Source: an optimization exercise on an open RTL-to-GDS flow (aim: small area, a short achievable clock period and few clock cycles per item). Production flows keep margins and buffers that such runs may drop.
The RTL was checked by simulation tests, not by an equivalence proof against the original design.
Power and IR drop assume default switching activity.

==> run a <==
==> flow/design.v <==
module iram_sfr_ctrl #(
  parameter int ADDR_WIDTH = 8,
  parameter int DATA_WIDTH = 8,
  parameter int IRAM_DEPTH = 128,
  parameter int NUM_PORTS  = 4
) (
  input  logic                   clock,
  input  logic                   reset,
  input  logic                   req,
  input  logic                   we,
  input  logic                   is_bit,
  input  logic                   indirect,
  input  logic [ADDR_WIDTH-1:0]  addr,
  input  logic [DATA_WIDTH-1:0]  wdata,
  input  logic                   wbit,
  input  logic [NUM_PORTS*8-1:0] p_in,
  output logic                   busy,
  output logic                   rvalid,
  output logic [DATA_WIDTH-1:0]  rdata,
  output logic                   rbit,
  output logic [NUM_PORTS*8-1:0] p_out
);
  localparam int NR = 24;    
  localparam int NC = 16;    
  function automatic logic rc_is_port(input int r, input int c);
    rc_is_port = (r >= 16) && (c == 0) && ((r - 16) < NUM_PORTS);
  endfunction
  logic        busy_r;
  logic        acc_s;
  logic [6:0]  dec_idx_s;
  logic [1:0]  dec_sp_s;
  logic        dec_port_s;
  logic [7:0]  dec_pin_s;
  logic [NR-1:0] dec_row_s;
  logic [NC-1:0] dec_col_s;
  assign acc_s     = req & ~busy_r;
  assign dec_idx_s = !is_bit ? addr[6:0] : (addr[7] ? {addr[6:3], 3'b000} : {3'b010, addr[6:3]});
  assign dec_sp_s  = !addr[7] ? 2'd0 : ((!is_bit && indirect) ? 2'd1 : 2'd2);
  assign dec_port_s = addr[7] & (is_bit | ~indirect) & ~addr[6] & ~addr[3] & (is_bit | (addr[2:0] == 3'b000));
  always_comb begin
    dec_pin_s = p_in[7:0];
    for (int k = 1; k < NUM_PORTS; k++)
      if (addr[5:4] == 2'(k)) dec_pin_s = p_in[8*k +: 8];
    for (int r = 0; r < NR; r++) dec_row_s[r] = ({dec_sp_s, dec_idx_s[6:4]} == 5'(r));
    for (int c = 0; c < NC; c++) dec_col_s[c] = (dec_idx_s[3:0] == 4'(c));
  end
  logic [NUM_PORTS*8-1:0] port_r;
  always_ff @(posedge clock or negedge reset) begin
    if (!reset) begin
      port_r <= {NUM_PORTS*8{1'b1}};
    end else if (acc_s && we && dec_port_s) begin
      for (int k = 0; k < NUM_PORTS; k++) begin
        if (addr[5:4] == 2'(k)) begin
          if (is_bit) port_r[8*k + addr[2:0]] <= wbit;
          else port_r[8*k +: 8] <= wdata;
        end
      end
    end
  end
  assign p_out = port_r;
  logic          s1_v, s1_we, s1_bit, s1_port, s1_wbit;
  logic [8:0]    s1_id;
  logic [NR-1:0] s1_row;
  logic [NC-1:0] s1_col;
  logic [2:0]    s1_pos;
  logic [7:0]    s1_wdata, s1_pin;
  always_ff @(posedge clock or negedge reset) begin
    if (!reset) s1_v <= 1'b0;
    else        s1_v <= acc_s;
  end
  always_ff @(posedge clock) begin
    s1_we    <= we;
    s1_bit   <= is_bit;
    s1_port  <= dec_port_s;
    s1_wbit  <= wbit;
    s1_id    <= {dec_sp_s, dec_idx_s};
    s1_row   <= dec_row_s;
    s1_col   <= dec_col_s;
    s1_pos   <= addr[2:0];
    s1_wdata <= wdata;
    s1_pin   <= dec_pin_s;
  end
  logic          s2_v, s2_we, s2_bit, s2_port, s2_wbit;
  logic [8:0]    s2_id;
  logic [NR-1:0] s2_row;
  logic [NC-1:0] s2_col;
  logic [2:0]    s2_pos;
  logic [7:0]    s2_wdata, s2_byte;
  logic          s2_wr_s;
  logic [7:0] mem_q [NR][NC];
  logic [7:0] wd_s, wd_clr_s, wd_sp_s;
  logic [NR-1:0] wr_row_s;
  logic [NC-1:0] wr_col_s;
  assign s2_wr_s  = s2_v & s2_we & ~s2_port;
  always_comb begin
    wd_s = s2_bit ? s2_byte : s2_wdata;
    if (s2_bit) wd_s[s2_pos] = s2_wbit;
  end
  assign wd_clr_s = busy_r ? 8'h00 : wd_s;
  assign wd_sp_s  = busy_r ? 8'h07 : wd_s;    
  assign wr_row_s = ({NR{s2_wr_s}} & s2_row) | {NR{busy_r}};
  assign wr_col_s = s2_col | {NC{busy_r}};
  for (genvar r = 0; r < NR; r++) begin : g_row
    for (genvar c = 0; c < NC; c++) begin : g_col
      if (rc_is_port(r, c)) begin : g_port
        assign mem_q[r][c] = 8'h00;
      end else begin : g_byte
        logic [7:0] m;
        always_ff @(posedge clock) begin
          if (wr_row_s[r] && wr_col_s[c]) m <= (r == 16 && c == 1) ? wd_sp_s : wd_clr_s;
        end
        assign mem_q[r][c] = m;
      end
    end
  end
  logic [7:0] row_q [NR];
  logic [7:0] raw_s, fwd_s;
  always_comb begin
    for (int r = 0; r < NR; r++) begin
      row_q[r] = 8'h00;
      for (int c = 0; c < NC; c++) row_q[r] = row_q[r] | (mem_q[r][c] & {8{s1_col[c]}});
    end
    raw_s = 8'h00;
    for (int r = 0; r < NR; r++) raw_s = raw_s | (row_q[r] & {8{s1_row[r]}});
  end
  assign fwd_s = (s2_wr_s && s2_id == s1_id) ? wd_s : raw_s;
  always_ff @(posedge clock or negedge reset) begin
    if (!reset) s2_v <= 1'b0;
    else        s2_v <= s1_v;
  end
  always_ff @(posedge clock) begin
    s2_we    <= s1_we;
    s2_bit   <= s1_bit;
    s2_port  <= s1_port;
    s2_wbit  <= s1_wbit;
    s2_id    <= s1_id;
    s2_row   <= s1_row;
    s2_col   <= s1_col;
    s2_pos   <= s1_pos;
    s2_wdata <= s1_wdata;
    s2_byte  <= s1_port ? s1_pin : fwd_s;
  end
  logic       rvalid_r, rbit_r;
  logic [7:0] rdata_r;
  always_ff @(posedge clock or negedge reset) begin
    if (!reset) rvalid_r <= 1'b0;
    else        rvalid_r <= s2_v & ~s2_we;
  end
  always_ff @(posedge clock) begin
    rdata_r <= s2_byte;
    rbit_r  <= s2_byte[s2_pos];
  end
  always_ff @(posedge clock or negedge reset) begin
    if (!reset) busy_r <= 1'b1;
    else        busy_r <= 1'b0;
  end
  assign busy   = busy_r;
  assign rvalid = rvalid_r;
  assign rdata  = rdata_r;
  assign rbit   = rbit_r;
endmodule
==> flow/run.sh <==
#!/bin/bash
# synth_recipe.tcl (not shown) runs the flow's synth.tcl, then flattens the netlist and writes it again
# the make line also repeats each setting of config.mk as NAME=value (left out here)
make -C /OpenROAD-flow-scripts/flow DESIGN_CONFIG=/design/flow/config.mk WORK_HOME=/design/flow/orfs CLKGATE_MAP_FILE= SYNTH_SCRIPT=/design/flow/synth_recipe.tcl finish
==> flow/config.mk <==
export PLATFORM = sky130hd
export DESIGN_NAME = iram_sfr_ctrl
export DESIGN_NICKNAME = iram_sfr_ctrl
export VERILOG_FILES = /design/flow/design.v
export SDC_FILE = /design/flow/constraint.sdc
export NUM_CORES = 4
export LEC_CHECK = 0
export CAP_MARGIN = 20
export CORE_MARGIN = 2
export CORE_UTILIZATION = 40
export SETUP_SLACK_MARGIN = 5
export SLEW_MARGIN = 20
==> flow/constraint.sdc <==
create_clock -name core_clock -period 9.0 [get_ports {clock}]
set_input_delay 1.8000 -clock core_clock [delete_from_list [all_inputs] [get_ports {clock}]]
set_output_delay 1.8000 -clock core_clock [all_outputs]
set_load 0.01 [all_outputs]
==> run b (differences from run a) <==
==> flow/design.v, changed modules only <==
module iram_sfr_ctrl #(
  parameter int ADDR_WIDTH = 8,
  parameter int DATA_WIDTH = 8,
  parameter int IRAM_DEPTH = 128,
  parameter int NUM_PORTS  = 4
) (
  input  logic                   clock,
  input  logic                   reset,
  input  logic                   req,
  input  logic                   we,
  input  logic                   is_bit,
  input  logic                   indirect,
  input  logic [ADDR_WIDTH-1:0]  addr,
  input  logic [DATA_WIDTH-1:0]  wdata,
  input  logic                   wbit,
  input  logic [NUM_PORTS*8-1:0] p_in,
  output logic                   busy,
  output logic                   rvalid,
  output logic [DATA_WIDTH-1:0]  rdata,
  output logic                   rbit,
  output logic [NUM_PORTS*8-1:0] p_out
);
  localparam int NR = 12;    
  localparam int NC = 16;    
  function automatic logic rc_is_port(input int r, input int c);
    rc_is_port = (r >= 8) && (c == 0) && ((r - 8) < 2);
  endfunction
  logic [1:0] n_r, busy_r;
  logic       ph_s, pol0_s, pol1_s, clr_s;
  always_ff @(posedge clock or negedge reset) begin
    if (!reset) begin
      n_r    <= 2'd0;
      busy_r <= 2'b11;
    end else begin
      n_r    <= n_r + 2'd1;
      busy_r <= {busy_r[0], 1'b0};
    end
  end
  assign ph_s   = n_r[0];
  assign pol0_s = n_r[1];
  assign pol1_s = ~(n_r[1] ^ n_r[0]);
  assign clr_s  = busy_r[1];
  logic        acc_s;
  logic [6:0]  dec_idx_s;
  logic [1:0]  dec_sp_s;
  logic        dec_port_s;
  logic [7:0]  dec_pin_s;
  logic [NR-1:0] dec_row_s;
  logic [NC-1:0] dec_col_s;
  assign acc_s     = req & ~busy_r[1];
  assign dec_idx_s = !is_bit ? addr[6:0] : (addr[7] ? {addr[6:3], 3'b000} : {3'b010, addr[6:3]});
  assign dec_sp_s  = !addr[7] ? 2'd0 : ((!is_bit && indirect) ? 2'd1 : 2'd2);
  assign dec_port_s = addr[7] & (is_bit | ~indirect) & ~addr[6] & ~addr[3] & (is_bit | (addr[2:0] == 3'b000));
  always_comb begin
    dec_pin_s = p_in[7:0];
    for (int k = 1; k < NUM_PORTS; k++)
      if (addr[5:4] == 2'(k)) dec_pin_s = p_in[8*k +: 8];
    for (int r = 0; r < NR; r++) dec_row_s[r] = ({dec_sp_s, dec_idx_s[6:5]} == 4'(r));
    for (int c = 0; c < NC; c++) dec_col_s[c] = (dec_idx_s[3:0] == 4'(c));
  end
  logic [NUM_PORTS*8-1:0] port_r, port_en_s;
  logic [7:0]             port_bit_s;
  logic                   port_wr_s;
  assign port_wr_s = acc_s & we & dec_port_s;
  always_comb begin
    for (int b = 0; b < 8; b++) port_bit_s[b] = ~is_bit | (addr[2:0] == 3'(b));
    for (int k = 0; k < NUM_PORTS; k++)
      for (int b = 0; b < 8; b++)
        port_en_s[8*k + b] = port_wr_s & (addr[5:4] == 2'(k)) & port_bit_s[b];
  end
  always_ff @(posedge clock or negedge reset) begin
    if (!reset) begin
      port_r <= {NUM_PORTS*8{1'b1}};
    end else begin
      for (int i = 0; i < NUM_PORTS*8; i++)
        if (port_en_s[i]) port_r[i] <= is_bit ? wbit : wdata[i % 8];
    end
  end
  assign p_out = port_r;
  logic          s1_v, s1_we, s1_bit, s1_port, s1_wbit;
  logic [8:0]    s1_id;
  logic [NR-1:0] s1_row;
  logic [NC-1:0] s1_col;
  logic [2:0]    s1_pos;
  logic [7:0]    s1_wdata, s1_pin;
  always_ff @(posedge clock or negedge reset) begin
    if (!reset) s1_v <= 1'b0;
    else        s1_v <= acc_s;
  end
  always_ff @(posedge clock) begin
    s1_we    <= we;
    s1_bit   <= is_bit;
    s1_port  <= dec_port_s;
    s1_wbit  <= wbit;
    s1_id    <= {dec_sp_s, dec_idx_s};
    s1_row   <= dec_row_s;
    s1_col   <= dec_col_s;
    s1_pos   <= addr[2:0];
    s1_wdata <= wdata;
    s1_pin   <= dec_pin_s;
  end
  logic          s2_v, s2_we, s2_bit, s2_port, s2_wbit;
  logic [8:0]    s2_id;
  logic [NR-1:0] s2_row;
  logic [NC-1:0] s2_col;
  logic [2:0]    s2_pos;
  logic [7:0]    s2_wdata, s2_byte;
  logic          s2_wr_s, s2_tap_s;
  logic [7:0]    wd2_s;
  logic          s3_wr, s3_def;
  logic [8:0]    s3_id;
  logic [NR-1:0] s3_row;
  logic [NC-1:0] s3_col;
  logic [7:0]    s3_wd;
  logic          s3_go_s;
  assign s2_wr_s  = s2_v & s2_we & ~s2_port;
  assign s2_tap_s = s2_id[4] ^ ph_s;            
  always_comb begin
    wd2_s = s2_bit ? s2_byte : s2_wdata;
    if (s2_bit) wd2_s[s2_pos] = s2_wbit;
  end
  assign s3_go_s = s3_wr & s3_def & ~(s2_wr_s && s2_id == s3_id);
  logic [7:0]    da_s, da_sp_s, db_s;
  logic [NR-1:0] ra_s, rb_s;
  logic [NC-1:0] ca_s, cb_s;
  logic [7:0]    s0_q [NR][NC];
  logic [7:0]    s1_q [NR][NC];
  assign da_s    = clr_s ? {8{pol1_s}} : (wd2_s ^ {8{pol1_s}});
  assign da_sp_s = clr_s ? ({5'b00000, {3{ph_s}}} ^ {8{pol1_s}}) : (wd2_s ^ {8{pol1_s}});   
  assign db_s    = s3_wd ^ {8{pol1_s}};
  assign ra_s    = ({NR{s2_wr_s & s2_tap_s}} & s2_row) | {NR{clr_s}};
  assign ca_s    = s2_col | {NC{clr_s}};
  assign rb_s    = {NR{s3_go_s}} & s3_row;
  assign cb_s    = s3_col;
  for (genvar r = 0; r < NR; r++) begin : g_row
    for (genvar c = 0; c < NC; c++) begin : g_col
      if (rc_is_port(r, c)) begin : g_port
        assign s0_q[r][c] = 8'h00;
        assign s1_q[r][c] = 8'h00;
      end else begin : g_ring
        logic [7:0] q0, q1;
        logic       ena, enb, hold;
        assign ena  = ra_s[r] & ca_s[c];
        assign enb  = rb_s[r] & cb_s[c];
        assign hold = ~(ena | enb);
        always_ff @(posedge clock) begin
          q1 <= q0;
          q0 <= ~((((r == 8 && c == 1) ? da_sp_s : da_s) & {8{ena}}) | (db_s & {8{enb}}) | (q1 & {8{hold}}));
        end
        assign s0_q[r][c] = q0;
        assign s1_q[r][c] = q1;
      end
    end
  end
  logic       rd_s0_s;
  logic [7:0] row_q [NR][2];
  logic [7:0] raw_s, fwd_s;
  assign rd_s0_s = (s1_id[4] == ph_s);    
  always_comb begin
    for (int r = 0; r < NR; r++) begin
      row_q[r][0] = 8'h00;
      row_q[r][1] = 8'h00;
      for (int c = 0; c < NC; c++) begin
        row_q[r][0] = row_q[r][0] | (s0_q[r][c] & {8{s1_col[c]}});
        row_q[r][1] = row_q[r][1] | (s1_q[r][c] & {8{s1_col[c]}});
      end
    end
    raw_s = 8'h00;
    for (int r = 0; r < NR; r++)
      raw_s = raw_s | (row_q[r][0] & {8{s1_row[r] & rd_s0_s}}) | (row_q[r][1] & {8{s1_row[r] & ~rd_s0_s}});
    raw_s = raw_s ^ {8{rd_s0_s ? pol0_s : pol1_s}};
  end
  always_comb begin
    if (s2_wr_s && s2_id == s1_id)                fwd_s = wd2_s;
    else if (s3_wr && s3_def && s3_id == s1_id)   fwd_s = s3_wd;
    else                                          fwd_s = raw_s;
  end
  always_ff @(posedge clock or negedge reset) begin
    if (!reset) begin
      s2_v  <= 1'b0;
      s3_wr <= 1'b0;
    end else begin
      s2_v  <= s1_v;
      s3_wr <= s2_wr_s;
    end
  end
  always_ff @(posedge clock) begin
    s2_we    <= s1_we;
    s2_bit   <= s1_bit;
    s2_port  <= s1_port;
    s2_wbit  <= s1_wbit;
    s2_id    <= s1_id;
    s2_row   <= s1_row;
    s2_col   <= s1_col;
    s2_pos   <= s1_pos;
    s2_wdata <= s1_wdata;
    s2_byte  <= s1_port ? s1_pin : fwd_s;
    s3_def   <= ~s2_tap_s;
    s3_id    <= s2_id;
    s3_row   <= s2_row;
    s3_col   <= s2_col;
    s3_wd    <= wd2_s;
  end
  logic       rvalid_r, rbit_r;
  logic [7:0] rdata_r;
  always_ff @(posedge clock or negedge reset) begin
    if (!reset) rvalid_r <= 1'b0;
    else        rvalid_r <= s2_v & ~s2_we;
  end
  always_ff @(posedge clock) begin
    rdata_r <= s2_byte;
    rbit_r  <= s2_byte[s2_pos];
  end
  assign busy   = busy_r[1];
  assign rvalid = rvalid_r;
  assign rdata  = rdata_r;
  assign rbit   = rbit_r;
endmodule
==> flow/flow/run.sh (new file) <==
#!/bin/bash
set -euo pipefail
bash standard.sh SETUP_SLACK_MARGIN=6.2 finish > flow_standard.log 2>&1
==> flow/standard.sh (new file) <==
#!/bin/bash
# synth_recipe.tcl (not shown) runs the flow's synth.tcl, then flattens the netlist and writes it again
# the make line also repeats each setting of config.mk as NAME=value (left out here)
make -C /OpenROAD-flow-scripts/flow DESIGN_CONFIG=/design/flow/config.mk WORK_HOME=/design/flow/orfs CLKGATE_MAP_FILE= SYNTH_SCRIPT=/design/flow/synth_recipe.tcl "${@:-finish}"
--- a/flow/config.mk
+++ b/flow/config.mk
@@ -7,6 +7,7 @@
 export LEC_CHECK = 0
 export CAP_MARGIN = 20
 export CORE_MARGIN = 2
-export CORE_UTILIZATION = 40
-export SETUP_SLACK_MARGIN = 5
+export CORE_UTILIZATION = 55
+export CTS_CLUSTER_DIAMETER = 100
+export CTS_CLUSTER_SIZE = 20
 export SLEW_MARGIN = 20
removed: flow/run.sh
==> comparison <==
- Of run a and run b, run b has the higher register-to-register slack (gap 0.40 ns).
- In run a the cell count is lower than in run b, by 15%.
- Between run b and run a, the lower area after synthesis is in run b (gap 7.5%, measured against run a).
- Run a produced a clean layout. Run b went through all stages and came out clean.
- Of run a and run b, run b has the higher fmax (gap 9.8%, measured against run b).
- Sequential power: run a is lower than run b (about 3%).
==> figures <==
Die footprint: run a 297000 um2; run b 201000 um2
Horiz. Die Dim: run a 545 um; run b 448 um
Register share of the cell area: run a 0.713; run b 0.516
Multi-input combinational area share: run a 0.153; run b 0.337
Area inside the core boundary: run a 291000 um2; run b 195000 um2
Worst slack at placement: run a 3.28 ns; run b 4.39 ns
H-Tree Depth: run a 5; run b 4
Relative slew margins: run a 0.131; run b 0.0433
VDD IR max: run a 0.161 mV; run b 0.245 mV
Hold Worst Slack: run a 0.325 ns; run b 0.334 ns
Result of the run: run a complete, no violations; run b complete, no violations
First-iteration detailed-routing DRC count: run a 10236; run b 19573
Testbench counts of run a, summed over its fixed seeds: cycles 320,012, items 320,000.
Testbench counts of run b, summed over its fixed seeds: cycles 320,012, items 320,000.

==> static timing again, ports no longer ideal <==
The flow's constraints put no driver on any port. The routed layouts listed below were extracted and timed again, unchanged, in two steps.
Step 1 assumes that a clkbuf_16 drives the clock port and a buf_2 every other input.
Step 2, shift: input delay + t, output delay - t, t = (earliest + latest rising clock arrival at the registers) / 2. This alone moves slack from input paths to output paths.
Three values: no drivers, after step 1, after step 2; two values: the first two.
run	t, ns	setup WS [ns]	worst setup path after step 2	clock arrival spread, ns	worst slew at a driven data input, ns
run a	0.973	4.930 / 4.930 / 4.080	input to register	0.060 / 0.060	0.07
run b	0.984	5.330 / 5.330 / 5.330	register to register	0.040 / 0.040	0.05
After both steps setup and hold are still met in every run listed. For run a, which loses most, drivers alone change the setup slack by 0.000 ns; drivers and shift together by -0.850 ns.
